What follows belongs to an exercise in optimizing a design on an open flow for a short achievable clock period and few clock cycles; a production flow would make more cautious choices.
Only simulation tests tie the RTL to the original design; equivalence was not proved.
No activity file was given, so power comes from the tool's default toggle rates.

==> flow/design.v <==
package cpu_pkg;
    typedef logic signed [16-1:0] word_t;
    typedef logic [12-1:0] pc_t;
    typedef logic [16-1:0] instr_t;
    typedef logic [4-1:0] reg_addr_t;
    typedef logic [12-1:0] data_addr_t;
endpackage
`timescale 1ns/10ps
module ks_add #(
    parameter int W = 16
) (
    input  logic [W-1:0] a,
    input  logic [W-1:0] b,
    input  logic         cin,
    output logic [W-1:0] s,
    output logic         cout
);
    localparam int LV = (W <= 2) ? 1 : (W <= 4) ? 2 : (W <= 8) ? 3 : (W <= 16) ? 4 : 5;
    logic [(LV+1)*W-1:0] g;
    logic [(LV+1)*W-1:0] p;
    logic [W:0]          c;
    assign g[W-1:0] = a & b;
    assign p[W-1:0] = a ^ b;
    genvar l, i;
    generate
        for (l = 0; l < LV; l = l + 1) begin : g_lvl
            for (i = 0; i < W; i = i + 1) begin : g_bit
                if (i >= (1 << l)) begin : g_op
                    assign g[(l+1)*W+i] = g[l*W+i] | (p[l*W+i] & g[l*W+i-(1<<l)]);
                    assign p[(l+1)*W+i] = p[l*W+i] & p[l*W+i-(1<<l)];
                end else begin : g_pass
                    assign g[(l+1)*W+i] = g[l*W+i];
                    assign p[(l+1)*W+i] = p[l*W+i];
                end
            end
        end
    endgenerate
    assign c[0]   = cin;
    assign c[W:1] = g[LV*W +: W] | (p[LV*W +: W] & {W{cin}});
    assign s      = p[W-1:0] ^ c[W-1:0];
    assign cout   = c[W];
endmodule
`timescale 1ns/10ps
module cpu_top (
    input  logic                clk,
    input  logic                rst_n,
    output logic                fetch_req,
    output cpu_pkg::pc_t        fetch_addr,
    input  logic                fetch_valid,
    input  cpu_pkg::instr_t     fetch_instr,
    output logic                mem_rd_req,
    output logic                mem_wr_req,
    output cpu_pkg::data_addr_t mem_addr,
    output cpu_pkg::word_t      mem_wdata,
    input  logic                mem_rvalid,
    input  cpu_pkg::word_t      mem_rdata,
    input  logic                mem_wack,
    output logic                retire,
    output logic                halted
);
    localparam int QN = 4;               
    localparam int QW = 2;               
    logic        freq_q;                 
    logic [11:0] fpc_q;                  
    logic        fpend_q;                
    logic        fbr_q;                  
    logic        fdone_q;                
    logic        start_q;                
    logic [15:0] q_mem [QN];
    logic [QW-1:0] q_head_q;
    logic [QW-1:0] q_tail_q;
    logic [QN-1:0] q_cnt_q;              
    logic        d_v_q;                  
    logic [15:0] ir_q;
    logic [15:0] rs_oh_q;                
    logic [15:0] rt_oh_q;                
    logic [15:0] wr_oh_q;                
    logic [15:0] use_q;                  
    logic [11:0] tgt_q;                  
    logic [15:0] pend_q;                 
    logic        e1_v_q;                 
    logic        e1_mul_q;
    logic        e1_slt_q;
    logic [15:0] e1_wr_q;                
    logic [15:0] em_wr_q;                
    logic [15:0] a_q;
    logic [15:0] b_q;
    logic [15:0] bx_q;                   
    logic        cin_q;
    logic        e2_v_q;                 
    logic [15:0] e2_wr_q;
    logic [15:0] m1_q [6];
    logic        e3_v_q;                 
    logic [15:0] e3_wr_q;
    logic [15:0] m2_q [2];
    logic        m_st_q;                 
    logic        m_ld_q;
    logic [15:0] m_wr_q;
    logic        rdreq_q;
    logic        wrreq_q;
    logic [11:0] maddr_q;
    logic [15:0] mwdata_q;
    logic        dbusy_q;                
    logic [15:0] lo_wr_q;                
    logic        retire_q;
    logic        halted_q;
    logic [15:0] regs [16];
    assign fetch_req  = freq_q;
    assign fetch_addr = fpc_q;
    assign mem_rd_req = rdreq_q;
    assign mem_wr_req = wrreq_q;
    assign mem_addr   = maddr_q;
    assign mem_wdata  = mwdata_q;
    assign retire     = retire_q;
    assign halted     = halted_q;
    logic        d_beq, d_mem, d_ld, d_alu;
    logic [15:0] rs_val, rt_val;
    assign d_beq = ir_q[15] & ir_q[13];
    assign d_mem = !ir_q[15] & ir_q[14];
    assign d_ld  = d_mem & ir_q[13];
    assign d_alu = !ir_q[15] & !ir_q[14];
    always_comb begin
        rs_val = '0;
        rt_val = '0;
        for (int i = 0; i < 16; i++) begin
            rs_val = rs_val | (regs[i] & {16{rs_oh_q[i]}});
            rt_val = rt_val | (regs[i] & {16{rt_oh_q[i]}});
        end
    end
    logic stall, d_issue;
    assign stall   = |(pend_q & use_q)
                  || (d_mem && m_st_q);
    assign d_issue = d_v_q && !stall;
    logic [11:0] fpc_inc, br_tgt, br_next;
    logic        br_taken, br_res;
    assign fpc_inc  = fpc_q + 12'd1;
    assign br_tgt   = tgt_q;
    assign br_taken = (rs_val == rt_val);
    assign br_next  = br_taken ? br_tgt : fpc_inc;
    assign br_res   = d_issue && d_beq;
    logic        f_beq, f_over;
    logic        room_arr, room_pend;
    assign f_beq  = fetch_instr[15] & fetch_instr[13];
    assign f_over = fetch_instr[15] ? fetch_instr[12] : fpc_inc[11];
    assign room_arr  = !q_cnt_q[QN-2];
    assign room_pend = !q_cnt_q[QN-1];
    logic        fs_seq, fs_jmp, fs_br, fs_hold;
    logic [11:0] fpc_d;
    assign fs_seq  = fetch_valid && !fetch_instr[15];
    assign fs_jmp  = fetch_valid && fetch_instr[15] && !fetch_instr[13];
    assign fs_br   = fbr_q && br_res;
    assign fs_hold = !(fs_seq || fs_jmp || fs_br);
    assign fpc_d   = ({12{fs_seq}} & fpc_inc) | ({12{fs_jmp}} & fetch_instr[12:1])
                   | ({12{fs_br}} & br_next) | ({12{fs_hold}} & fpc_q);
    always_ff @(posedge clk or negedge rst_n) begin
        if (!rst_n) begin
            fpc_q <= '0;
        end else begin
            fpc_q <= fpc_d;
        end
    end
    always_ff @(posedge clk or negedge rst_n) begin
        if (!rst_n) begin
            freq_q  <= 1'b0;
            start_q <= 1'b0;
            fpend_q <= 1'b0;
            fbr_q   <= 1'b0;
            fdone_q <= 1'b0;
        end else begin
            freq_q  <= !start_q;
            start_q <= 1'b1;
            if (fetch_valid) begin
                if (f_beq) begin
                    fbr_q <= 1'b1;
                end else begin
                    if (f_over) begin
                        fdone_q <= 1'b1;
                    end else if (room_arr) begin
                        freq_q <= 1'b1;
                    end else begin
                        fpend_q <= 1'b1;
                    end
                end
            end else if (fpend_q && room_pend) begin
                freq_q  <= 1'b1;
                fpend_q <= 1'b0;
            end else if (fbr_q && br_res) begin
                fbr_q <= 1'b0;
                if (br_next[11]) begin
                    fdone_q <= 1'b1;
                end else begin
                    freq_q <= 1'b1;
                end
            end
        end
    end
    logic        q_empty, d_take, q_push, q_pop;
    logic [15:0] nx_ir;
    logic        nx_ctrl, nx_mem, nx_alu, nx_ld, nx_st, nx_beq;
    logic [15:0] nx_rs_oh, nx_rt_oh, nx_wr_oh;
    assign q_empty = !q_cnt_q[0];
    assign d_take  = !d_v_q || d_issue;
    assign q_pop   = d_take && !q_empty;
    assign q_push  = fetch_valid && !(d_take && q_empty);
    assign nx_ir   = q_empty ? fetch_instr : q_mem[q_head_q];
    assign nx_ctrl = nx_ir[15];
    assign nx_beq  = nx_ir[15] & nx_ir[13];
    assign nx_mem  = !nx_ir[15] & nx_ir[14];
    assign nx_ld   = nx_mem & nx_ir[13];
    assign nx_st   = nx_mem & !nx_ir[13];
    assign nx_alu  = !nx_ir[15] & !nx_ir[14];
    always_comb begin
        for (int i = 0; i < 16; i++) begin
            nx_rs_oh[i] = (nx_ir[12:9] == 4'(i)) && (nx_alu || nx_mem || nx_beq);
            nx_rt_oh[i] = (nx_ir[8:5] == 4'(i)) && (nx_alu || nx_st || nx_beq);
            nx_wr_oh[i] = ((nx_ir[4:1] == 4'(i)) && nx_alu) || ((nx_ir[8:5] == 4'(i)) && nx_ld);
        end
    end
    logic [11:0] nx_tgt;
    logic [6:0]  t_up, t_dn;
    logic        t_c5, t_co1, t_co2;
    ks_add #(.W(5)) u_tgt_lo (
        .a    (fpc_inc[4:0]),
        .b    (nx_ir[4:0]),
        .cin  (1'b0),
        .s    (nx_tgt[4:0]),
        .cout (t_c5)
    );
    ks_add #(.W(7)) u_tgt_up (
        .a    (fpc_inc[11:5]),
        .b    (7'd0),
        .cin  (1'b1),
        .s    (t_up),
        .cout (t_co1)
    );
    ks_add #(.W(7)) u_tgt_dn (
        .a    (fpc_inc[11:5]),
        .b    (7'h7f),
        .cin  (1'b0),
        .s    (t_dn),
        .cout (t_co2)
    );
    assign nx_tgt[11:5] = (t_c5 == nx_ir[4]) ? fpc_inc[11:5] : (t_c5 ? t_up : t_dn);
    always_ff @(posedge clk or negedge rst_n) begin
        if (!rst_n) begin
            q_head_q <= '0;
            q_tail_q <= '0;
            q_cnt_q  <= '0;
            d_v_q    <= 1'b0;
        end else begin
            if (q_push) q_tail_q <= q_tail_q + 1'b1;
            if (q_pop)  q_head_q <= q_head_q + 1'b1;
            if (q_push && !q_pop)      q_cnt_q <= {q_cnt_q[QN-2:0], 1'b1};
            else if (q_pop && !q_push) q_cnt_q <= {1'b0, q_cnt_q[QN-1:1]};
            if (d_take) d_v_q <= !q_empty || fetch_valid;
        end
    end
    always_ff @(posedge clk) begin
        if (q_push) q_mem[q_tail_q] <= fetch_instr;
        if (d_take) begin
            ir_q    <= nx_ir;
            rs_oh_q <= nx_rs_oh;
            rt_oh_q <= nx_rt_oh;
            wr_oh_q <= nx_wr_oh;
            use_q   <= nx_rs_oh | nx_rt_oh | nx_wr_oh;
            tgt_q   <= nx_tgt;
        end
    end
    logic [15:0] alu_res, mul_res, sum;
    logic        slt, sum_co, mul_co;
    ks_add #(.W(16)) u_alu_add (
        .a    (a_q),
        .b    (bx_q),
        .cin  (cin_q),
        .s    (sum),
        .cout (sum_co)
    );
    assign slt     = (a_q[15] ^ b_q[15]) ? a_q[15] : sum[15];
    assign alu_res = e1_slt_q ? {15'd0, slt} : sum;
    function automatic [15:0] fa_s(input [15:0] x, input [15:0] y, input [15:0] z);
        fa_s = x ^ y ^ z;
    endfunction
    function automatic [15:0] fa_c(input [15:0] x, input [15:0] y, input [15:0] z);
        fa_c = {((x[14:0] & y[14:0]) | (x[14:0] & z[14:0]) | (y[14:0] & z[14:0])), 1'b0};
    endfunction
    logic [15:0] pp [16];
    logic [15:0] l1 [11];
    logic [15:0] l2 [8];
    logic [15:0] l3 [6];
    logic [15:0] l4 [4];
    logic [15:0] l5 [3];
    logic [15:0] l6 [2];
    always_comb begin
        for (int k = 0; k < 16; k++) pp[k] = b_q[k] ? (a_q << k) : 16'd0;
        for (int k = 0; k < 5; k++) begin
            l1[2*k]   = fa_s(pp[3*k], pp[3*k+1], pp[3*k+2]);
            l1[2*k+1] = fa_c(pp[3*k], pp[3*k+1], pp[3*k+2]);
        end
        l1[10] = pp[15];
        for (int k = 0; k < 3; k++) begin
            l2[2*k]   = fa_s(l1[3*k], l1[3*k+1], l1[3*k+2]);
            l2[2*k+1] = fa_c(l1[3*k], l1[3*k+1], l1[3*k+2]);
        end
        l2[6] = l1[9];
        l2[7] = l1[10];
        for (int k = 0; k < 2; k++) begin
            l3[2*k]   = fa_s(l2[3*k], l2[3*k+1], l2[3*k+2]);
            l3[2*k+1] = fa_c(l2[3*k], l2[3*k+1], l2[3*k+2]);
        end
        l3[4] = l2[6];
        l3[5] = l2[7];
    end
    always_comb begin
        for (int k = 0; k < 2; k++) begin
            l4[2*k]   = fa_s(m1_q[3*k], m1_q[3*k+1], m1_q[3*k+2]);
            l4[2*k+1] = fa_c(m1_q[3*k], m1_q[3*k+1], m1_q[3*k+2]);
        end
        l5[0] = fa_s(l4[0], l4[1], l4[2]);
        l5[1] = fa_c(l4[0], l4[1], l4[2]);
        l5[2] = l4[3];
        l6[0] = fa_s(l5[0], l5[1], l5[2]);
        l6[1] = fa_c(l5[0], l5[1], l5[2]);
    end
    ks_add #(.W(16)) u_mul_add (
        .a    (m2_q[0]),
        .b    (m2_q[1]),
        .cin  (1'b0),
        .s    (mul_res),
        .cout (mul_co)
    );
    always_ff @(posedge clk or negedge rst_n) begin
        if (!rst_n) begin
            e1_v_q <= 1'b0;
            e1_wr_q <= '0;
            em_wr_q <= '0;
            e2_wr_q <= '0;
            e3_wr_q <= '0;
            e2_v_q <= 1'b0;
            e3_v_q <= 1'b0;
        end else begin
            e1_v_q <= d_issue && d_alu;
            e1_wr_q <= (d_issue && d_alu && !(ir_q[13] && !ir_q[0])) ? wr_oh_q : 16'd0;
            em_wr_q <= (d_issue && d_alu && (ir_q[13] && !ir_q[0])) ? wr_oh_q : 16'd0;
            e2_wr_q <= em_wr_q;
            e3_wr_q <= e2_wr_q;
            e2_v_q <= e1_v_q && e1_mul_q;
            e3_v_q <= e2_v_q;
        end
    end
    always_ff @(posedge clk) begin
        a_q      <= rs_val;
        b_q      <= rt_val;
        bx_q     <= (!ir_q[13] && ir_q[0]) ? rt_val : ~rt_val;
        cin_q    <= !(!ir_q[13] && ir_q[0]);
        e1_slt_q <= ir_q[13];
        e1_mul_q <= (ir_q[13] && !ir_q[0]);
        for (int k = 0; k < 6; k++) m1_q[k] <= l3[k];
        m2_q[0] <= l6[0];
        m2_q[1] <= l6[1];
    end
    logic        ans, port_free, launch, m_co;
    logic [11:0] m_base_q;
    logic [4:0]  m_imm_q;
    logic [15:0] m_data_q;
    logic [11:0] m_addr;
    ks_add #(.W(12)) u_addr_add (
        .a    (m_base_q),
        .b    ({{7{m_imm_q[4]}}, m_imm_q}),
        .cin  (1'b0),
        .s    (m_addr),
        .cout (m_co)
    );
    assign ans       = mem_rvalid || mem_wack;
    assign port_free = !dbusy_q || ans;
    assign launch    = m_st_q && port_free;
    always_ff @(posedge clk or negedge rst_n) begin
        if (!rst_n) begin
            m_st_q  <= 1'b0;
            rdreq_q <= 1'b0;
            wrreq_q <= 1'b0;
            dbusy_q <= 1'b0;
        end else begin
            m_st_q  <= (m_st_q && !port_free) || (d_issue && d_mem);
            rdreq_q <= launch && m_ld_q;
            wrreq_q <= launch && !m_ld_q;
            dbusy_q <= launch || (dbusy_q && !ans);
        end
    end
    always_ff @(posedge clk) begin
        if (!m_st_q) begin
            m_base_q <= rs_val[11:0];
            m_imm_q  <= ir_q[4:0];
            m_data_q <= rt_val;
            m_ld_q   <= d_ld;
            m_wr_q   <= wr_oh_q;
        end
        maddr_q  <= m_addr;
        mwdata_q <= m_data_q;
        if (launch) lo_wr_q <= m_ld_q ? m_wr_q : 16'd0;
    end
    logic [15:0] ld_wr_q, w_wr_q, wm_wr_q;
    logic [15:0] ldd_q, w_res_q, wm_res_q;
    always_ff @(posedge clk or negedge rst_n) begin
        if (!rst_n) begin
            ld_wr_q <= '0;
            w_wr_q  <= '0;
            wm_wr_q <= '0;
        end else begin
            ld_wr_q <= mem_rvalid ? lo_wr_q : 16'd0;
            w_wr_q  <= e1_wr_q;
            wm_wr_q <= e3_wr_q;
        end
    end
    always_ff @(posedge clk) begin
        ldd_q    <= mem_rdata;
        w_res_q  <= alu_res;
        wm_res_q <= mul_res;
    end
    always_ff @(posedge clk or negedge rst_n) begin
        if (!rst_n) begin
            for (int i = 0; i < 16; i++) regs[i] <= '0;
            pend_q <= '0;
        end else begin
            for (int i = 0; i < 16; i++) begin
                if (ld_wr_q[i]) begin
                    regs[i] <= ldd_q;
                end else if (w_wr_q[i]) begin
                    regs[i] <= w_res_q;
                end else if (wm_wr_q[i]) begin
                    regs[i] <= wm_res_q;
                end
            end
            pend_q <= (pend_q & ~ld_wr_q & ~w_wr_q & ~wm_wr_q) | (d_issue ? wr_oh_q : 16'd0);
        end
    end
    always_ff @(posedge clk or negedge rst_n) begin
        if (!rst_n) begin
            retire_q <= 1'b0;
            halted_q <= 1'b0;
        end else begin
            retire_q <= d_issue;
            halted_q <= halted_q || (fdone_q && q_empty && !d_v_q && !e1_v_q && !e2_v_q
                                     && !e3_v_q && !m_st_q && !(dbusy_q && !ans));
        end
    end
endmodule
==> flow/flow/run.sh <==
#!/bin/bash
set -euo pipefail
bash standard.sh SETUP_SLACK_MARGIN=7.5 finish > flow_make.log 2>&1
==> flow/standard.sh <==
#!/bin/bash
# synth_recipe.tcl (not shown) runs the flow's synth.tcl, then flattens the netlist and writes it again
# the make line also repeats each setting of config.mk as NAME=value (left out here)
make -C /OpenROAD-flow-scripts/flow DESIGN_CONFIG=/design/flow/config.mk WORK_HOME=/design/flow/orfs CLKGATE_MAP_FILE= SYNTH_SCRIPT=/design/flow/synth_recipe.tcl "${@:-finish}"
==> flow/config.mk <==
export PLATFORM = sky130hd
export DESIGN_NAME = cpu_top
export DESIGN_NICKNAME = cpu_top
export VERILOG_FILES = /design/flow/design.v
export SDC_FILE = /design/flow/constraint.sdc
export NUM_CORES = 4
export LEC_CHECK = 0
export ABC_CLOCK_PERIOD_IN_PS = 2500
export CAP_MARGIN = 20
export CORE_MARGIN = 2
export CORE_UTILIZATION = 40
export PLACE_DENSITY = 0.6
export SLEW_MARGIN = 20
==> flow/constraint.sdc <==
create_clock -name core_clock -period 10.0 [get_ports {clk}]
set_input_delay 2.0000 -clock core_clock [delete_from_list [all_inputs] [get_ports {clk}]]
set_output_delay 2.0000 -clock core_clock [all_outputs]
set_load 0.01 [all_outputs]
==> flow_summary.toml, run 1 <==
[place]
dpl_cell_area_um2 = 42500
dp.cells = 5034
port_buffers = 81
preCtsSetupSlack_ns = 5.16
gp_congestion = 0.895
dp_hpwl_um = 83800

[synthesis]
syn-cell-area_um2 = 40500
synth_cells = 3829
synth-edff-count = 214
ys_types = 74
async_flop_share = 0.504
synth_top_area_frac = 0.259
synth_warnings = 21
synth_top_area_cell = "dfrtp_1"
synth-main-ff-cell = "dfrtp_1"
syn_avg_cell_area_um2 = 10.6
syn_nets = 4032
synth_area_leaders = "dfrtp_1, edfxtp_1, dfxtp_1"
ys_ff_latch = 831
yosysSeqAreaShare = 0.515

[final_layout]
area_growth_syn_to_layout_pct = 19.3
final_core_util = 0.482
num_antenna_cells = 0
final_nets = 4116
postLayoutCellArea_um2 = 48300
fill_cells = 8963
drive_gt1_frac = 0.187
stdcell_count = 5342

[hold_path]
min_path_type = "register to register"
hp-start = "m1_q[0][3]$_DFF_P_"

[power]
powerDensity_nw_per_um2 = 390
p_leak_nw = 19.4
total_power_mw = 18.8
vdd_drop_max_v = 0.000275

[sta]
period_needed_ns = 3.54
setup_ws_ns = 6.46
clock_skew_ns = 0.0526
worstMarginPinSlew_ns = 1.11
setup_viol = 0
post-route-period-util = 0.354
slew_headroom = 0.257
grt_setup_unrepaired = "true"
hold_ws_ns = 0.319
slew_violations = 0
hold_violations = 0
fmax_mhz = 282
setup_tns_ns = 0

[flow_run]
maxCapViolCount = 0

[die]
die_w_um = 322
initial_core_util = 0.404
io_pins = 82
die_height_um = 322
rows = 116
die-area_um2 = 104000
core_area_um2 = 100000

[critical_path]
start_kind = "input port"
cp.required_ns = 10.42
critPathMaxFanout = 7
r2r_setup_slack_ns = 6.62
r2r_cells = 11
cp.arrival_ns = 3.96
timing_worst_setup_path_type = "input port to register"
r2r-end = "tgt_q[11]$_DFFE_PN_"
crit_end = "tgt_q[11]$_DFFE_PN_"
crit_start = "fetch_instr[1]"
reg2reg_from = "q_head_q[1]$_DFFE_PN0P_"
end_kind = "register"

[detailed_routing]
wl_per_cell_um = 27.0
vias = 31245
drt-vias-per-instance = 5.85
drtPass1Iterations = 9
drt_iter0_markers = 4444
route.detailed.drc = 0
ant_nets = 0
drt-total-wl_um = 144000

[grt]
grt_overflow_total = 0
grt_max_degree = 85
grt_pass1_vias = 29702
grt_pass1_wl_um = 207000
antenna_found_initial = 0
grt_use_total = 0.274

[clocking]
cts_buffers = 87
cts_sinks = 831
htreeDepth = 3
cts_tree = "done"
cts-root-buf = "clkbuf_16"
clk_pin_slew_ns = 0.07
cts_buffer_depth = 3
insertion_delay_ns = 0.68
ctsHoldBuffers = 0

[run_status]
outcome = "complete, no violations"
## registers in the layout, summed over array words and instances (netlist names), 25 cells and up
name   count
regs     256
q_mem     64
m1_q      46
m2_q      25
## report_power, final
group	internal, mW	total [mW]	switching [mW]
combinational	3.83	9.00	5.17
clock	1.96	3.39	1.42
sequential	4.99	6.45	1.46
## area by class of cell
type | instances | area [um2] | area share
timing repair buffer | 304 | 3030 | 0.0627
clock buffer | 122 | 2510 | 0.0520
clock inverter | 39 | 434 | 0.00898
sequential | 831 | 21000 | 0.433
multi-input combinational | 2559 | 19200 | 0.398
inverter | 130 | 490 | 0.0101
tap | 1357 | 1700 | 0.0351
## cell usage after synthesis (79+ instances only)
master	number
and2_1	167
a22oi_1	90
edfxtp_1	214
dfxtp_1	198
mux2i_1	278
xnor2_1	94
nor2_1	336
clkbuf_1	240
o21ai_0	280
inv_1	129
ha_1	79
a22o_1	106
dfrtp_1	419
fa_1	87
nand2_1	384
a21oi_1	278
## metal layers
layer	global-route usage	wire [um]
met4	0.133	8050
met1	0.371	59000
met2	0.396	60700
met5	0	0
met3	0.0864	16400
## layout by cell type (no fill, tap or decap), drive strengths merged, types with 9 or more instances in the layout
cell	instances
dfrtp	419
a221oi	92
clkinv	25
and4	11
nand4	28
and2	171
a22oi	90
xor2	15
fa	87
edfxtp	214
buf	274
dfxtp	198
nand2	384
a21o	9
clkbuf	124
mux2	12
o21ai	290
o22ai	23
nor3	36
a22o	106
mux4	16
clkdlybuf4s50	16
xnor2	94
ha	79
or3	19
mux2i	278
a21oi	278
nor2	337
inv	132
nand3	23
nor2b	10
## what timing repair did
item / CTS / global route
pin swaps: 82 / 56
setup buffers: 99 / 40
endpoints found under the setup margin: 735 / 242
gates cloned: 7 / 1
resized for setup: 557 / 128
## worst max-delay path, cell delays in order
cell and delay [ns]:
buf_8 0.10, mux2_4 0.30, ha_4 0.22, a21o_1 0.18, a21oi_4 0.18, o21bai_4 0.08
a21oi_4 0.22, and4_4 0.28, nand4_1 0.14, o31ai_2 0.14, xnor2_1 0.11
## cell families (layout without fill, tap and decap cells)
group | count (synthesis) | count (layout) | synth area share
AO/OA/AOI/OAI | 924 | 924 | 0.145
buffers and inverters | 443 | 595 | 0.0490
flip-flops | 831 | 831 | 0.515
XOR/XNOR | 109 | 109 | 0.0236
other | 1 | 1 | 0.0000925
AND/OR/NAND/NOR | 1047 | 1051 | 0.119
multiplexers | 306 | 306 | 0.0810
adder cells (fa/ha/maj) | 168 | 168 | 0.0679
## worst min-delay path by stage
stage                               end  slack (ns)  cells after the start
global route        wm_res_q[5]$_DFF_P_        0.33                      0
finish               m2_q[0][3]$_DFF_P_        0.32                      0
floorplan            m2_q[0][0]$_DFF_P_        0.31                      0
global placement     m2_q[0][3]$_DFF_P_        0.31                      0
CTS                  m2_q[0][3]$_DFF_P_        0.32                      0
detailed placement  wm_res_q[6]$_DFF_P_        0.31                      0
Testbench counts, summed over its fixed seeds: cycles 38,217.
==> run 2, diff against run 1 <==
--- a/flow/design.v
+++ b/flow/design.v
@@ -75,7 +75,6 @@
     logic [15:0] rs_oh_q;                
     logic [15:0] rt_oh_q;                
-    logic [15:0] wr_oh_q;                
-    logic [15:0] use_q;                  
-    logic [11:0] tgt_q;                  
+    logic [15:0] rd_oh_q;                
+    logic [11:0] binc_q;                 
     logic [15:0] pend_q;                 
     logic        e1_v_q;                 
@@ -114,5 +113,6 @@
     assign retire     = retire_q;
     assign halted     = halted_q;
-    logic        d_beq, d_mem, d_ld, d_alu;
+    logic        d_beq, d_mem, d_ld, d_alu, rd_rs, rd_rt;
+    logic [15:0] wr_oh;
     logic [15:0] rs_val, rt_val;
     assign d_beq = ir_q[15] & ir_q[13];
@@ -120,4 +120,7 @@
     assign d_ld  = d_mem & ir_q[13];
     assign d_alu = !ir_q[15] & !ir_q[14];
+    assign rd_rs = d_alu | d_mem | d_beq;
+    assign rd_rt = d_alu | (d_mem & !ir_q[13]) | d_beq;
+    assign wr_oh = ({16{d_alu}} & rd_oh_q) | ({16{d_ld}} & rt_oh_q);
     always_comb begin
         rs_val = '0;
@@ -129,11 +132,19 @@
     end
     logic stall, d_issue;
-    assign stall   = |(pend_q & use_q)
+    assign stall   = (rd_rs && |(pend_q & rs_oh_q))
+                  || ((rd_rt || d_ld) && |(pend_q & rt_oh_q))
+                  || (d_alu && |(pend_q & rd_oh_q))
                   || (d_mem && m_st_q);
     assign d_issue = d_v_q && !stall;
     logic [11:0] fpc_inc, br_tgt, br_next;
-    logic        br_taken, br_res;
+    logic        br_taken, br_res, br_co;
     assign fpc_inc  = fpc_q + 12'd1;
-    assign br_tgt   = tgt_q;
+    ks_add #(.W(12)) u_br_add (
+        .a    (binc_q),
+        .b    ({{7{ir_q[4]}}, ir_q[4:0]}),
+        .cin  (1'b0),
+        .s    (br_tgt),
+        .cout (br_co)
+    );
     assign br_taken = (rs_val == rt_val);
     assign br_next  = br_taken ? br_tgt : fpc_inc;
@@ -197,6 +208,5 @@
     logic        q_empty, d_take, q_push, q_pop;
     logic [15:0] nx_ir;
-    logic        nx_ctrl, nx_mem, nx_alu, nx_ld, nx_st, nx_beq;
-    logic [15:0] nx_rs_oh, nx_rt_oh, nx_wr_oh;
+    logic [15:0] nx_rs_oh, nx_rt_oh, nx_rd_oh;
     assign q_empty = !q_cnt_q[0];
     assign d_take  = !d_v_q || d_issue;
@@ -204,42 +214,11 @@
     assign q_push  = fetch_valid && !(d_take && q_empty);
     assign nx_ir   = q_empty ? fetch_instr : q_mem[q_head_q];
-    assign nx_ctrl = nx_ir[15];
-    assign nx_beq  = nx_ir[15] & nx_ir[13];
-    assign nx_mem  = !nx_ir[15] & nx_ir[14];
-    assign nx_ld   = nx_mem & nx_ir[13];
-    assign nx_st   = nx_mem & !nx_ir[13];
-    assign nx_alu  = !nx_ir[15] & !nx_ir[14];
     always_comb begin
         for (int i = 0; i < 16; i++) begin
-            nx_rs_oh[i] = (nx_ir[12:9] == 4'(i)) && (nx_alu || nx_mem || nx_beq);
-            nx_rt_oh[i] = (nx_ir[8:5] == 4'(i)) && (nx_alu || nx_st || nx_beq);
-            nx_wr_oh[i] = ((nx_ir[4:1] == 4'(i)) && nx_alu) || ((nx_ir[8:5] == 4'(i)) && nx_ld);
+            nx_rs_oh[i] = (nx_ir[12:9] == 4'(i));
+            nx_rt_oh[i] = (nx_ir[8:5] == 4'(i));
+            nx_rd_oh[i] = (nx_ir[4:1] == 4'(i));
         end
     end
-    logic [11:0] nx_tgt;
-    logic [6:0]  t_up, t_dn;
-    logic        t_c5, t_co1, t_co2;
-    ks_add #(.W(5)) u_tgt_lo (
-        .a    (fpc_inc[4:0]),
-        .b    (nx_ir[4:0]),
-        .cin  (1'b0),
-        .s    (nx_tgt[4:0]),
-        .cout (t_c5)
-    );
-    ks_add #(.W(7)) u_tgt_up (
-        .a    (fpc_inc[11:5]),
-        .b    (7'd0),
-        .cin  (1'b1),
-        .s    (t_up),
-        .cout (t_co1)
-    );
-    ks_add #(.W(7)) u_tgt_dn (
-        .a    (fpc_inc[11:5]),
-        .b    (7'h7f),
-        .cin  (1'b0),
-        .s    (t_dn),
-        .cout (t_co2)
-    );
-    assign nx_tgt[11:5] = (t_c5 == nx_ir[4]) ? fpc_inc[11:5] : (t_c5 ? t_up : t_dn);
     always_ff @(posedge clk or negedge rst_n) begin
         if (!rst_n) begin
@@ -257,4 +236,5 @@
     end
     always_ff @(posedge clk) begin
+        binc_q <= fpc_inc;
         if (q_push) q_mem[q_tail_q] <= fetch_instr;
         if (d_take) begin
@@ -262,7 +242,5 @@
             rs_oh_q <= nx_rs_oh;
             rt_oh_q <= nx_rt_oh;
-            wr_oh_q <= nx_wr_oh;
-            use_q   <= nx_rs_oh | nx_rt_oh | nx_wr_oh;
-            tgt_q   <= nx_tgt;
+            rd_oh_q <= nx_rd_oh;
         end
     end
@@ -340,6 +318,6 @@
         end else begin
             e1_v_q <= d_issue && d_alu;
-            e1_wr_q <= (d_issue && d_alu && !(ir_q[13] && !ir_q[0])) ? wr_oh_q : 16'd0;
-            em_wr_q <= (d_issue && d_alu && (ir_q[13] && !ir_q[0])) ? wr_oh_q : 16'd0;
+            e1_wr_q <= (d_issue && d_alu && !(ir_q[13] && !ir_q[0])) ? wr_oh : 16'd0;
+            em_wr_q <= (d_issue && d_alu && (ir_q[13] && !ir_q[0])) ? wr_oh : 16'd0;
             e2_wr_q <= em_wr_q;
             e3_wr_q <= e2_wr_q;
@@ -393,5 +371,5 @@
             m_data_q <= rt_val;
             m_ld_q   <= d_ld;
-            m_wr_q   <= wr_oh_q;
+            m_wr_q   <= wr_oh;
         end
         maddr_q  <= m_addr;
@@ -431,5 +409,5 @@
                 end
             end
-            pend_q <= (pend_q & ~ld_wr_q & ~w_wr_q & ~wm_wr_q) | (d_issue ? wr_oh_q : 16'd0);
+            pend_q <= (pend_q & ~ld_wr_q & ~w_wr_q & ~wm_wr_q) | (d_issue ? wr_oh : 16'd0);
         end
     end
==> run 2 against run 1 <==
Compared with the run above:
- via count fell by 0.27%
- worst hold slack improved by 0.0083 ns
- synthesized cell count barely moved
- sequential cell count fell by 16
- first-iteration DRC count fell by 9.4%
- clock power fell by 4%
- final cell count fell by 1.0%
- total power rose by 1.9%
- clock-buffer cell count rose by 1
- sequential power fell by 0.6%
- critical endpoint is now fetch_addr[2]
==> flow_summary.toml, run 2 <==
[sta]
fmax_mhz = 309
slew_headroom = 0.247
setup_tns_ns = 0
grt_setup_unrepaired = "true"
worstMarginPinSlew_ns = 1.13
period_needed_ns = 3.24
hold_violations = 0
clock_skew_ns = 0.0298
slew_violations = 0
post-route-period-util = 0.324
setup_viol = 0

[grt]
grt_max_degree = 113
grt_pass1_wl_um = 202000
antenna_found_initial = 2
grt_overflow_total = 0
grt_pass1_vias = 29675
grt_use_total = 0.266

[synthesis]
ys_ff_latch = 815
syn_nets = 4034
yosys.area_share.simple = 0.116
synth-edff-count = 186
synth_area_leaders = "dfrtp_1, edfxtp_1, dfxtp_1"
synth_cells = 3827
synth_top_area_cell = "dfrtp_1"
synth.area.mux_share = 0.0843
synth_compound_area_frac = 0.148
syn-cell-area_um2 = 39800
synth_top_area_frac = 0.263
synth-xor-area-share = 0.0240
synth_commonest_cells = "dfrtp_1, nor2_1, nand2_1, o21ai_0, a21oi_1"
synth_warnings = 21
yosysSeqAreaShare = 0.509
ys_types = 70
synth-main-ff-cell = "dfrtp_1"
yosysMostFrequentCell = "dfrtp_1"
async_flop_share = 0.514
syn_avg_cell_area_um2 = 10.4
synth_top_family_by_area = "compound AO/OA/AOI/OAI gates"
synthAdderAreaFrac = 0.0698

[critical_path]
r2r-end = "fpc_q[3]$_DFF_PN0_"
cpLargestDelayFamily = "flip-flops"
cp.arrival_ns = 1.24
max_stage_delay_ns = 0.43
crit_buf_inv = 1
end_kind = "output port"
start_kind = "register"
r2r_cells = 11
crit_slowest_cell = "dfrtp_2"
cp.required_ns = 8.00
reg2reg_from = "rt_oh_q[1]$_DFFE_PN_"
path_cells = "buf_6"
critPathMaxFanout = 2
timing_worst_setup_path_type = "register to output port"
r2r_setup_slack_ns = 6.97

[final_layout]
max_flop_register = "regs"
reg.largest.list = "regs x256, q_mem x64, m1_q x46"
drive_gt1_frac = 0.178
mostFrequentLayoutCells = "dfrtp_1, nor2_1, nand2_1, o21ai_0, a21oi_1"
final_common_cell = "dfrtp_1"
area_growth_syn_to_layout_pct = 19.1
final_nets = 4134
largest_reg_flops = 256
stdcell_count = 5287
final_core_util = 0.481

[clocking]
htreeDepth = 3
cts_buffers = 86
cts-root-buf = "clkbuf_16"
cts_sinks = 815
ctsHoldBuffers = 0
cts_buffer_depth = 3
cts_tree = "done"
clk_pin_slew_ns = 0.06
insertion_delay_ns = 0.68

[die]
rows = 115
initial_core_util = 0.404
die-area_um2 = 102000
die_height_um = 319
die_w_um = 319
core_area_um2 = 98600
io_pins = 82

[detailed_routing]
ant_nets = 0
drtPass1Iterations = 8
wl_per_cell_um = 26.3
vias = 31161
route.detailed.drc = 0
drt_iter0_markers = 4028
drt-vias-per-instance = 5.89
drt-total-wl_um = 139000

[place]
port_buffers = 81
dp.cells = 4954
dp_hpwl_um = 82600
gp_congestion = 0.908

[power]
vdd_drop_max_v = 0.000342
p_leak_nw = 19.3
powerDensity_nw_per_um2 = 405

[hold_path]
min_path_cells = 0
hold_end = "m2_q[0][0]$_DFF_P_"
min_path_type = "register to register"
hp-start = "m1_q[0][0]$_SDFF_PN0_"

[run_status]
outcome = "complete, no violations"

[flow_run]
maxCapViolCount = 0
[run 2: changes by cell type after synthesis, sizes merged, moves of 12 or more]
cell    change
and2       -33
dfxtp      +12
edfxtp     -28
nand2      -13
nand3      -12
nor2       +54
o21ai      +29
o22ai      -23
or3        -17
[run 2: worst register-to-register path, cell delays in order (launching register included)]
cell      delay (ns)
edfxtp_1        0.42
buf_12          0.17
buf_12          0.14
a22o_1          0.20
a221oi_1        0.26
and4_4          0.34
xnor2_1         0.11
nor4_2          0.40
and4_4          0.44
buf_6           0.17
mux2i_1         0.20
o21ai_1         0.07
[run 2: cells by family (layout without fill, tap and decap cells)]
group                    count (synthesis)  after routing
AO/OA/AOI/OAI                          943            946
XOR/XNOR                               109            109
adder cells (fa/ha/maj)                170            170
buffers and inverters                  445            605
flip-flops                             815            815
multiplexers                           313            313
other                                    1              2
AND/OR/NAND/NOR                       1031           1040
[run 2: layer usage]
layer  vias up  track usage  wire length (um)
met5         -            0                26
met3       536       0.0597             13500
met1     15208        0.357             56200
met4         4        0.142              8700
met2      1783        0.403             60600
li1      13630            -                 -
[run 2: final cells by class]
type                    instances  area (um2)
well taps                    1287        1610
repair buffers                314        3280
fillers                      8840       51200
diodes                          1        2.50
clock inverters                37         334
clock buffers                 123        2530
inverters                     131         499
flip-flops and latches        815       20400
multi-input cells            2579       18800
[run 2: metrics by stage]
| stage | power (mW) | instance area, um2 | hold slack [ns] | worst slack, ns |
|---|---|---|---|---|
| 3_5_place_dp | 14.1 | 41700 | 0.316 | 5.73 |
| 3_3_place_gp | 14.0 | 41700 | 0.313 | 5.76 |
| 6_report | 19.2 | 47400 | 0.327 | 6.76 |
| 5_1_grt | 20.3 | 47400 | 0.328 | 6.73 |
| 4_1_cts | 18.4 | 46300 | 0.326 | 6.73 |
| 2_1_floorplan | 11.3 | 40100 | 0.310 | 7.02 |
[run 2: worst max path at each step]
stage                     cells after the start                        to               start  slack [ns]
after floorplan                               4     q_mem[0][0]$_DFFE_PP_         fetch_valid        7.02
after global placement                        3  regs[14][14]$_DFFE_PN0P_               rst_n        5.76
after detailed placement                      3  regs[14][14]$_DFFE_PN0P_               rst_n        5.73
after CTS                                     1             fetch_addr[9]  fpc_q[9]$_DFF_PN0_        6.73
after global routing                          1             fetch_addr[9]  fpc_q[9]$_DFF_PN0_        6.73
final                                         1             fetch_addr[2]  fpc_q[2]$_DFF_PN0_        6.76
[run 2: where the power goes]
| group | internal (mW) | switching, mW | leakage, nW | total, mW |
|---|---|---|---|---|
| sequential | 4.88 | 1.53 | 8.87 | 6.41 |
| combinational | 4.23 | 5.29 | 9.03 | 9.53 |
| clock | 1.85 | 1.41 | 1.41 | 3.26 |
| total | 11.0 | 8.23 | 19.3 | 19.2 |
[run 2: repair_timing]
action	4_1_cts	5_1_grt
pin swaps	47	61
gates resized for setup	423	171
cloned	12	7
buffers inserted	109	44
endpoints found under the setup margin	658	383
Testbench counts of run 2, summed over its fixed seeds: cycles 38,217.
==> run 3, diff against run 2 <==
==> flow/flow/run.sh (replaced) <==
#!/bin/bash
set -euo pipefail
bash standard.sh SETUP_SLACK_MARGIN=7.5 MATCH_CELL_FOOTPRINT=0 \
    "BUFFER_PORTS_ARGS=-buffer_cell sky130_fd_sc_hd__buf_4" finish > flow_make.log 2>&1
==> run 3 against run 2 <==
Compared with the run above:
- highest routed layer is now met4
- non-clock buffer count fell by 22
- largest power group unchanged
- total power rose by 0.25%
- critical endpoint is now fetch_addr[3]
- register-to-register slack got worse by 0.06 ns
- still clean
- largest cell class unchanged
- global-route usage rose by 0.86 points
- critical path type unchanged
- synthesized cell count did not move
==> flow_summary.toml, run 3 <==
[sta]
hold_violations = 0
slew_headroom = 0.286
post-route-period-util = 0.323
setup_viol = 0
period_needed_ns = 3.23
worstMarginPinSlew_ns = 1.07
fmax_mhz = 309
slew_violations = 0
clock_skew_ns = 0.0394
setup_tns_ns = 0
grt_setup_unrepaired = "true"

[detailed_routing]
drtPass1Iterations = 7
drt-vias-per-instance = 5.91
drt-total-wl_um = 144000
vias = 31146
drt_iter0_markers = 3918
ant_nets = 0
route.detailed.drc = 0
wl_per_cell_um = 27.4

[synthesis]
syn_nets = 4034
ys_ff_latch = 815
synth_commonest_cells = "dfrtp_1, nor2_1, nand2_1, o21ai_0, a21oi_1"
syn_avg_cell_area_um2 = 10.4
synth-edff-count = 186
synth_top_area_cell = "dfrtp_1"
synth-main-ff-cell = "dfrtp_1"
synth_area_leaders = "dfrtp_1, edfxtp_1, dfxtp_1"
synth_top_area_frac = 0.263
yosysSeqAreaShare = 0.509
syn-cell-area_um2 = 39800
async_flop_share = 0.514
synth_cells = 3827
synth_warnings = 21
ys_types = 70
yosysMostFrequentCell = "dfrtp_1"

[power]
powerDensity_nw_per_um2 = 406
vdd_drop_max_v = 0.000191
p_comb_frac = 0.489
total_power_mw = 19.2
p_int_mw = 10.9
p_sw_mw = 8.31
swShare = 0.432
p_seq_frac = 0.339
clkPwrFrac = 0.172
p_leak_nw = 19.3

[die]
io_pins = 82
core_area_um2 = 98600
die-area_um2 = 102000
die_w_um = 319
initial_core_util = 0.404
rows = 115
die_height_um = 319

[final_layout]
final_nets = 4114
mostFrequentLayoutCells = "dfrtp_1, nor2_1, nand2_1, a21oi_1"
multi_input_area_um2 = 18800
final_core_util = 0.481
largest_reg_flops = 256
reg.largest.list = "regs x256, q_mem x64, m1_q x46"
fill_cells = 8846
max_flop_register = "regs"
final_common_cell = "dfrtp_1"
drive_gt1_frac = 0.181
area_growth_syn_to_layout_pct = 19.0
ff_latch_area_um2 = 20400

[clocking]
cts-root-buf = "clkbuf_16"
insertion_delay_ns = 0.68
cts_buffer_depth = 3
clk_pin_slew_ns = 0.06
cts_tree = "done"
ctsHoldBuffers = 0
cts_sinks = 815
cts_buffers = 89
htreeDepth = 3

[grt]
grt_max_degree = 96
antenna_found_initial = 3
grt_use_total = 0.275
grt_pass1_vias = 29634
grt_pass1_wl_um = 206000
grt_overflow_total = 0

[critical_path]
path_cells = "buf_6"
max_stage_delay_ns = 0.43
start_kind = "register"
crit_slowest_cell = "dfrtp_2"
timing_worst_setup_path_type = "register to output port"
crit_buf_inv = 1
critPathMaxFanout = 3
cpLargestDelayFamily = "flip-flops"
cp.arrival_ns = 1.23
cp.required_ns = 8.00
end_kind = "output port"

[place]
dp_hpwl_um = 86800
gp_congestion = 0.939
port_buffers = 81

[hold_path]
min_path_type = "register to register"

[flow_run]
maxCapViolCount = 0

[run_status]
outcome = "complete, no violations"
==> run 3: cell counts after synthesis <==
No cell type changed its count.
==> run 3: final cells by class <==
| type | instances | share of cell area |
|---|---|---|
| antenna | 1 | 0.0000528 |
| tap | 1287 | 0.0340 |
| clock buffer | 128 | 0.0546 |
| multi-input combinational | 2578 | 0.397 |
| clock inverter | 38 | 0.00655 |
| inverter | 131 | 0.0107 |
| timing repair buffer | 292 | 0.0672 |
| sequential | 815 | 0.430 |
==> run 3: stage by stage <==
step | area (um2) | setup slack (ns) | hold slack (ns) | cells
2_1_floorplan | 40100 | 7.06 | 0.310 | 3827
3_3_place_gp | 41500 | 5.78 | 0.312 | 4952
3_5_place_dp | 41500 | 5.74 | 0.313 | 4952
4_1_cts | 46200 | 6.72 | 0.327 | 5214
5_1_grt | 47400 | 6.75 | 0.328 | 5269
6_report | 47400 | 6.77 | 0.322 | 5270
==> run 3: worst paths after layout <==
kind                                        from                endpoint  slack [ns]  cells past startpoint
hold reg to reg             e2_wr_q[5]$_DFF_PN0_    e3_wr_q[5]$_DFF_PN0_        0.32                      0
setup reg to reg           rs_oh_q[15]$_DFFE_PN_     fpc_q[11]$_DFF_PN0_        6.91                     11
max in group asynchronous                  rst_n  regs[9][7]$_DFFE_PN0P_        7.78                      3
min in group asynchronous                  rst_n     w_wr_q[2]$_DFF_PN0_        1.20                      1
setup / recovery              fpc_q[3]$_DFF_PN0_           fetch_addr[3]        6.77                      1
hold / removal              e2_wr_q[5]$_DFF_PN0_    e3_wr_q[5]$_DFF_PN0_        0.32                      0
==> run 3: timing repair <==
item,in CTS,in global routing
resized for setup,237,168
setup endpoints to repair,621,331
pin swaps,44,49
gates cloned,7,10
buffers inserted,89,45
==> run 3: kinds of logic after synthesis <==
group                      count (synthesis)  share of synthesized area
AOI/OAI and AO/OA                        943                      0.148
DFF                                      815                      0.509
and+or+nand+nor                         1031                      0.116
xor gates and xnor gates                 109                     0.0240
other                                      1                  0.0000942
buffers and inverters                    445                     0.0486
muxes                                    313                     0.0843
adders and majority gates                170                     0.0698
==> run 3: layer usage <==
layer | GRT usage | up-vias | part of all wire
met5 | 0 | - | 0
met3 | 0.0626 | 492 | 0.096
li1 | - | 13566 | -
met4 | 0.149 | 0 | 0.063
met2 | 0.415 | 1787 | 0.44
met1 | 0.368 | 15301 | 0.41
==> run 3: power by group through the flow <==
stage	registers [mW]	clock network, mW	logic, mW
floorplan	5.54	0	5.77
global placement	6.43	0	7.60
detailed placement	6.42	0	7.70
CTS	6.41	3.35	8.61
global route	6.60	3.48	10.3
finish	6.52	3.31	9.41
==> run 4, diff against run 3 <==
--- a/flow/design.v
+++ b/flow/design.v
@@ -63,4 +63,5 @@
     logic        freq_q;                 
     logic [11:0] fpc_q;                  
+    logic [11:0] fa_q;                   
     logic        fpend_q;                
     logic        fbr_q;                  
@@ -106,5 +107,5 @@
     logic [15:0] regs [16];
     assign fetch_req  = freq_q;
-    assign fetch_addr = fpc_q;
+    assign fetch_addr = fa_q;
     assign mem_rd_req = rdreq_q;
     assign mem_wr_req = wrreq_q;
@@ -171,4 +172,7 @@
         end
     end
+    always_ff @(posedge clk) begin
+        fa_q <= fpc_d;
+    end
     always_ff @(posedge clk or negedge rst_n) begin
         if (!rst_n) begin
@@ -377,22 +381,18 @@
         if (launch) lo_wr_q <= m_ld_q ? m_wr_q : 16'd0;
     end
-    logic [15:0] ld_wr_q, w_wr_q, wm_wr_q;
-    logic [15:0] ldd_q, w_res_q, wm_res_q;
+    logic [15:0] ld_wr, w_wr_q, wm_wr;
+    logic [15:0] w_res_q;
     always_ff @(posedge clk or negedge rst_n) begin
         if (!rst_n) begin
-            ld_wr_q <= '0;
             w_wr_q  <= '0;
-            wm_wr_q <= '0;
         end else begin
-            ld_wr_q <= mem_rvalid ? lo_wr_q : 16'd0;
             w_wr_q  <= e1_wr_q;
-            wm_wr_q <= e3_wr_q;
         end
     end
     always_ff @(posedge clk) begin
-        ldd_q    <= mem_rdata;
         w_res_q  <= alu_res;
-        wm_res_q <= mul_res;
     end
+    assign ld_wr = mem_rvalid ? lo_wr_q : 16'd0;
+    assign wm_wr = e3_wr_q;
     always_ff @(posedge clk or negedge rst_n) begin
         if (!rst_n) begin
@@ -401,13 +401,13 @@
         end else begin
             for (int i = 0; i < 16; i++) begin
-                if (ld_wr_q[i]) begin
-                    regs[i] <= ldd_q;
+                if (ld_wr[i]) begin
+                    regs[i] <= mem_rdata;
                 end else if (w_wr_q[i]) begin
                     regs[i] <= w_res_q;
-                end else if (wm_wr_q[i]) begin
-                    regs[i] <= wm_res_q;
+                end else if (wm_wr[i]) begin
+                    regs[i] <= mul_res;
                 end
             end
-            pend_q <= (pend_q & ~ld_wr_q & ~w_wr_q & ~wm_wr_q) | (d_issue ? wr_oh : 16'd0);
+            pend_q <= (pend_q & ~ld_wr & ~w_wr_q & ~wm_wr) | (d_issue ? wr_oh : 16'd0);
         end
     end
==> run 4 against run 3 <==
Compared with the run above:
- design area decreased by 1.0%
- final cell count decreased by 0.70%
- sequential power decreased by about 10%
- non-clock buffer count decreased by 26
- synthesized cell count unchanged
- total power decreased by 6.8%
- clock-buffer cell count decreased by 18
- clock skew decreased by 0.0056 ns
- fmax decreased by 0.51%
- critical path type unchanged
==> flow_summary.toml, run 4 <==
[sta]
setup_viol = 0
slew_headroom = 0.309
hold_violations = 0
fmax_mhz = 308
worstMarginPinSlew_ns = 1.04
clock_skew_ns = 0.0337
grt_setup_unrepaired = "true"
setup_tns_ns = 0
slew_violations = 0
post-route-period-util = 0.325
period_needed_ns = 3.25

[synthesis]
synth-edff-count = 186
yosysSeqAreaShare = 0.487
ys_types = 74
synth_area_leaders = "dfrtp_1, edfxtp_1, dfxtp_1"
syn-cell-area_um2 = 39200
ys_ff_latch = 763
synth_warnings = 21
synth-main-ff-cell = "dfrtp_1"
synth_top_area_cell = "dfrtp_1"
yosysMostFrequentCell = "dfrtp_1"
synth_cells = 3827
synth_commonest_cells = "dfrtp_1, nor2_1, nand2_1, a21oi_1, o21ai_0"
synth_top_area_frac = 0.247
syn_avg_cell_area_um2 = 10.2
async_flop_share = 0.507
syn_nets = 4034

[grt]
grt_pass1_wl_um = 225000
antenna_found_initial = 14
grt_use_total = 0.313
grt_max_degree = 146
grt_pass1_vias = 30841
grt_overflow_total = 0

[detailed_routing]
drt_iter0_markers = 5159
drt-total-wl_um = 159000
vias = 32545
drt-vias-per-instance = 6.22
route.detailed.drc = 0
wl_per_cell_um = 30.4
ant_nets = 0
drtPass1Iterations = 12

[clocking]
clk_pin_slew_ns = 0.06
insertion_delay_ns = 0.69
cts_sinks = 763
htreeDepth = 3
cts-root-buf = "clkbuf_16"
cts_tree = "done"
cts_buffer_depth = 3
cts_buffers = 86
ctsHoldBuffers = 0

[critical_path]
crit_buf_inv = 1
critPathMaxFanout = 1
crit_slowest_cell = "dfrtp_2"
cpLargestDelayFamily = "flip-flops"
end_kind = "output port"
crit_start = "retire_q$_DFF_PN0_"
start_kind = "register"
max_stage_delay_ns = 0.44
cp.arrival_ns = 1.25
timing_worst_setup_path_type = "register to output port"
cp.required_ns = 8.00
path_cells = "buf_6"
reg2reg_from = "rs_oh_q[9]$_DFFE_PN_"

[final_layout]
largest_reg_flops = 256
drive_gt1_frac = 0.205
ff_latch_area_um2 = 19200
final_nets = 4087
reg.largest.list = "regs x256, q_mem x64, m1_q x46"
multi_input_area_um2 = 19600
postLayoutCellArea_um2 = 46900
fill_cells = 8628
max_flop_register = "regs"
stdcell_count = 5233
final_common_cell = "dfrtp_1"
area_growth_syn_to_layout_pct = 19.7
final_core_util = 0.484
mostFrequentLayoutCells = "dfrtp_1, nor2_1, nand2_1, a21oi_1, o21ai_1"

[power]
powerDensity_nw_per_um2 = 383
p_leak_nw = 18.6
vdd_drop_max_v = 0.000234
total_power_mw = 17.9

[die]
die_height_um = 317
initial_core_util = 0.405
die-area_um2 = 100000
rows = 114
core_area_um2 = 96900
die_w_um = 317
io_pins = 82

[flow_run]
maxCapViolCount = 0

[place]
gp_congestion = 0.958
dpl_cell_area_um2 = 41100
port_buffers = 81
dp.cells = 4944
dp_hpwl_um = 90500

[hold_path]
min_path_type = "register to register"
hp-start = "m1_q[0][3]$_DFF_P_"

[run_status]
outcome = "complete, no violations"
==> run 4: cell types whose count changed in the layout (fill, tap and decap cells not counted), sizes merged, moves of 19 or more <==
cell and delta:
mux2 +34, dfxtp -20, a211oi +28, inv +35, o21ai -26, buf -25
mux2i -67, clkbuf -19, dfrtp -32
==> run 4: report_power, final <==
part / internal (mW) / leakage [nW] / total, mW / switching, mW
sequential: 4.49 / 8.21 / 5.85 / 1.36
clock: 1.90 / 1.45 / 3.28 / 1.38
combinational: 3.68 / 8.93 / 8.81 / 5.13
==> run 4: area by class of cell <==
cell class,instances,share of cell area
clock inverters,50,0.0106
multi-input cells,2598,0.419
clock buffers,110,0.0515
flip-flops and latches,763,0.409
diodes,5,0.000267
inverters,165,0.0134
well taps,1276,0.0340
repair buffers,266,0.0624
==> run 4: cells by family after synthesis <==
family                   count (synthesis)  share of synthesized area
AO/OA/AOI/OAI                          992                      0.166
XOR/XNOR                               102                     0.0228
multiplexers                           280                     0.0783
AND/OR/NAND/NOR                       1034                      0.119
flip-flops                             763                      0.487
buffers and inverters                  485                     0.0558
adder cells (fa/ha/maj)                170                     0.0709
other                                    1                  0.0000957
==> run 4: stage by stage <==
step	hold slack, ns	worst slack (ns)
after CTS	0.330	6.70
after detailed placement	0.314	5.91
after global placement	0.315	5.90
after global routing	0.345	6.70
final	0.329	6.75
after floorplan	0.310	6.83
==> run 4: final timing paths <==
check                                    endpoint  slack (ns)  cells past startpoint
setup / recovery                           retire        6.75                      1
hold / removal                 m2_q[0][3]$_DFF_P_        0.33                      0
setup reg to reg              fpc_q[11]$_DFF_PN0_        6.80                     10
hold reg to reg                m2_q[0][3]$_DFF_P_        0.33                      0
max in group asynchronous  regs[0][5]$_DFFE_PN0P_        7.69                      3
min in group asynchronous   e1_wr_q[13]$_DFF_PN0_        1.20                      1
==> run 4: what timing repair did <==
action,CTS,global route
setup endpoints to repair,681,501
gates cloned,23,4
buffers inserted,81,16
resized for setup,240,186
pin swaps,70,69
==> run 4: layer usage <==
| metal | wire (um) | global-route usage |
|---|---|---|
| met5 | 113 | 0 |
| met4 | 12200 | 0.192 |
| met3 | 21000 | 0.119 |
| met2 | 65800 | 0.445 |
| met1 | 60000 | 0.403 |
Testbench counts of run 4, summed over its fixed seeds: cycles 38,156.
==> run 5, diff against run 4 <==
--- a/flow/design.v
+++ b/flow/design.v
@@ -381,16 +381,5 @@
         if (launch) lo_wr_q <= m_ld_q ? m_wr_q : 16'd0;
     end
-    logic [15:0] ld_wr, w_wr_q, wm_wr;
-    logic [15:0] w_res_q;
-    always_ff @(posedge clk or negedge rst_n) begin
-        if (!rst_n) begin
-            w_wr_q  <= '0;
-        end else begin
-            w_wr_q  <= e1_wr_q;
-        end
-    end
-    always_ff @(posedge clk) begin
-        w_res_q  <= alu_res;
-    end
+    logic [15:0] ld_wr, wm_wr;
     assign ld_wr = mem_rvalid ? lo_wr_q : 16'd0;
     assign wm_wr = e3_wr_q;
@@ -403,11 +392,11 @@
                 if (ld_wr[i]) begin
                     regs[i] <= mem_rdata;
-                end else if (w_wr_q[i]) begin
-                    regs[i] <= w_res_q;
+                end else if (e1_wr_q[i]) begin
+                    regs[i] <= alu_res;
                 end else if (wm_wr[i]) begin
                     regs[i] <= mul_res;
                 end
             end
-            pend_q <= (pend_q & ~ld_wr & ~w_wr_q & ~wm_wr) | (d_issue ? wr_oh : 16'd0);
+            pend_q <= (pend_q & ~ld_wr & ~e1_wr_q & ~wm_wr) | (d_issue ? wr_oh : 16'd0);
         end
     end
==> run 5 against run 4 <==
Compared with the run above:
- still clean on timing, DRC and antenna
- worst hold slack lost 0.0097 ns
- clock-buffer cell count grew 7
- final cell count shrank 0.54%
- synthesized area shrank 3.5%
- sequential power shrank 5.6%
- design area grew 4.0%
- critical endpoint is now fa_q[11]$_DFF_P_
- largest cell class unchanged
==> flow_summary.toml, run 5 <==
[power]
total_power_mw = 20.6
powerDensity_nw_per_um2 = 422
p_leak_nw = 19.5
vdd_drop_max_v = 0.000301

[critical_path]
end_kind = "register"
start_kind = "register"
critPathMaxFanout = 18
cp.arrival_ns = 4.02
cp.required_ns = 10.54
timing_worst_setup_path_type = "register to register"

[place]
port_buffers = 81
dp_hpwl_um = 95700
dpl_cell_area_um2 = 40500
gp_congestion = 1.00

[die]
io_pins = 82
die-area_um2 = 97000
core_area_um2 = 93500
rows = 112
die_height_um = 311
die_w_um = 311
initial_core_util = 0.404

[clocking]
cts-root-buf = "clkbuf_16"
clk_pin_slew_ns = 0.07
cts_tree = "done"
cts_buffers = 83
htreeDepth = 3
ctsHoldBuffers = 0
insertion_delay_ns = 0.68
cts_sinks = 731
cts_buffer_depth = 3

[sta]
grt_setup_unrepaired = "true"
setup_tns_ns = 0
period_needed_ns = 3.48
post-route-period-util = 0.348
hold_violations = 0
fmax_mhz = 287
clock_skew_ns = 0.0331
slew_headroom = 0.206
setup_viol = 0
worstMarginPinSlew_ns = 1.19
slew_violations = 0

[grt]
grt_use_total = 0.331
grt_pass1_vias = 32497
grt_max_degree = 104
antenna_found_initial = 7
grt_pass1_wl_um = 233000
grt_overflow_total = 0

[final_layout]
drive_gt1_frac = 0.290
final_common_cell = "dfrtp_1"
reg.largest.list = "regs x256, q_mem x64, m1_q x46"
final_nets = 4087
fill_cells = 8107
ff_latch_area_um2 = 18400
postLayoutCellArea_um2 = 48800
multi_input_area_um2 = 21000
max_flop_register = "regs"
mostFrequentLayoutCells = "dfrtp_1, nor2_1, nand2_1, buf_4, edfxtp_1"
area_growth_syn_to_layout_pct = 29.0
largest_reg_flops = 256

[detailed_routing]
wl_per_cell_um = 32.1
ant_nets = 0
drt-total-wl_um = 167000
vias = 34102
drt_iter0_markers = 5986
route.detailed.drc = 0
drtPass1Iterations = 10
drt-vias-per-instance = 6.55

[synthesis]
yosysMostFrequentCell = "dfrtp_1"
ys_ff_latch = 731
synth_top_area_cell = "dfrtp_1"
synth_cells = 3689
syn_nets = 3896
syn-cell-area_um2 = 37800
async_flop_share = 0.508
syn_avg_cell_area_um2 = 10.2
synth_warnings = 21
synth_area_leaders = "dfrtp_1, edfxtp_1, dfxtp_1"
synth-edff-count = 186
synth_top_area_frac = 0.246
synth-main-ff-cell = "dfrtp_1"
ys_types = 74
yosysSeqAreaShare = 0.485
synth_commonest_cells = "dfrtp_1, nor2_1, nand2_1, clkbuf_1, o21ai_0"

[flow_run]
maxCapViolCount = 0

[run_status]
outcome = "complete, no violations"

[hold_path]
min_path_type = "register to register"
run 5: cell count changes after synthesis, moves of 31 or more:
cell / delta
nor2b_1: +40
a21oi_1: -86
o21ai_0: -63
mux2i_1: -110
o22ai_1: +50
buf_6: -34
a31oi_1: +33
nor2_1: -38
a22o_1: +43
clkbuf_1: +31
nand2_1: -94
run 5: kinds of logic after synthesis:
group                    count (synthesis)  share of synthesized area
XOR/XNOR                               110                     0.0258
flip-flops                             731                      0.485
multiplexers                           161                     0.0493
AO/OA/AOI/OAI                         1088                      0.197
buffers and inverters                  455                     0.0476
other                                    1                  0.0000992
adder cells (fa/ha/maj)                170                     0.0735
AND/OR/NAND/NOR                        973                      0.121
run 5: per-stage QoR:
stage / setup slack (ns) / instances / hold slack [ns] / util
floorplan: 6.71 / 3689 / 0.310 / -
global placement: 5.99 / 4794 / 0.312 / 0.434
detailed placement: 5.94 / 4795 / 0.312 / 0.434
CTS: 6.66 / 5128 / 0.328 / 0.505
global route: 6.49 / 5203 / 0.334 / 0.522
finish: 6.52 / 5205 / 0.319 / 0.522
run 5: path summary, 6_finish.rpt:
kind / end / slack, ns / cells past startpoint / startpoint
setup / recovery: fa_q[11]$_DFF_P_ / 6.52 / 10 / rt_oh_q[6]$_DFFE_PN_
hold / removal: m2_q[0][1]$_DFF_P_ / 0.32 / 0 / m1_q[0][1]$_DFF_P_
setup reg to reg: fa_q[11]$_DFF_P_ / 6.52 / 10 / rt_oh_q[6]$_DFFE_PN_
hold reg to reg: m2_q[0][1]$_DFF_P_ / 0.32 / 0 / m1_q[0][1]$_DFF_P_
max in group asynchronous: e3_wr_q[8]$_DFF_PN0_ / 7.70 / 2 / rst_n
min in group asynchronous: rdreq_q$_DFF_PN0_ / 1.25 / 1 / rst_n
run 5: critical path, stage by stage (launching register included):
cell and delay (ns):
edfxtp_1 0.40, buf_6 0.25, a22o_1 0.25, a221oi_1 0.23, and4_4 0.40, xnor2_2 0.12
or4_4 0.58, nor4_4 0.30, buf_6 0.18, mux2_4 0.32, a221o_1 0.31
run 5: layout make-up:
class                           count  area share
Multi-Input combinational cell   2520       0.430
Sequential cell                   731       0.378
Timing Repair Buffer              398      0.0894
Clock buffer                      117      0.0507
Tap cell                         1254      0.0322
Inverter                          146      0.0114
Clock inverter                     37     0.00836
Antenna cell                        2    0.000103
run 5: layer usage:
layer  vias to the layer above  part of all wire  global-route usage
met5                         -            0.0012                   0
met1                     16750              0.37               0.422
met3                       811              0.14               0.133
li1                      13799                 -                   -
met2                      2728              0.41               0.463
met4                        14             0.081               0.211
run 5: report_power, final:
part	leakage [nW]	switching [mW]	total [mW]	internal (mW)
Clock	1.41	1.35	3.24	1.90
Sequential	7.73	1.13	5.52	4.39
Combinational	10.3	6.87	11.8	4.96
Total	19.5	9.35	20.6	11.2
run 5: timing repair:
action | in CTS | in global routing
setup endpoints to repair | 818 | 474
pin swaps | 223 | 105
gates cloned | 25 | 9
resized for setup | 485 | 200
buffers inserted | 154 | 66
Testbench counts of run 5, summed over its fixed seeds: cycles 37,902.

[port drivers added, routing unchanged]
How much do the figures lean on ideal ports? The routed layouts below were timed once more, with nothing changed but the port constraints.
Step 1: set_driving_cell puts a clkbuf_16 on clk and a buf_2 on each other input, an assumption about the parent block.
Step 2 adds t to the input delays and takes it off the output delays; t is the mean of the earliest and latest rising clock arrival at the registers after step 1. Input paths then give back, and output paths get back, about the clock's delay inside the block.
Slacks: ideal ports / drivers / drivers and shift; pairs: ideal ports / drivers.
| run | shift t [ns] | setup slack, ns | latest minus earliest clock arrival (ns) | worst register clock-pin slew, ns | worst slew at a driven data input, ns |
|---|---|---|---|---|---|
| run 1 | 0.728 | 6.456 / 6.481 / 5.754 | 0.053 / 0.053 | 0.07 / 0.07 | 0.08 |
| run 2 | 0.735 | 6.760 / 6.691 / 6.417 | 0.030 / 0.030 | 0.07 / 0.07 | 0.20 |
| run 3 | 0.728 | 6.767 / 6.702 / 6.671 | 0.042 / 0.043 | 0.07 / 0.07 | 0.19 |
| run 4 | 0.738 | 6.750 / 6.681 / 6.658 | 0.034 / 0.035 | 0.07 / 0.07 | 0.20 |
| run 5 | 0.736 | 6.519 / 6.519 / 6.325 | 0.035 / 0.034 | 0.07 / 0.07 | 0.29 |
After both steps setup and hold are still met in every run listed. The setup slack of run 1, which loses most, moves by +0.025 ns with the drivers and by -0.702 ns with both steps.
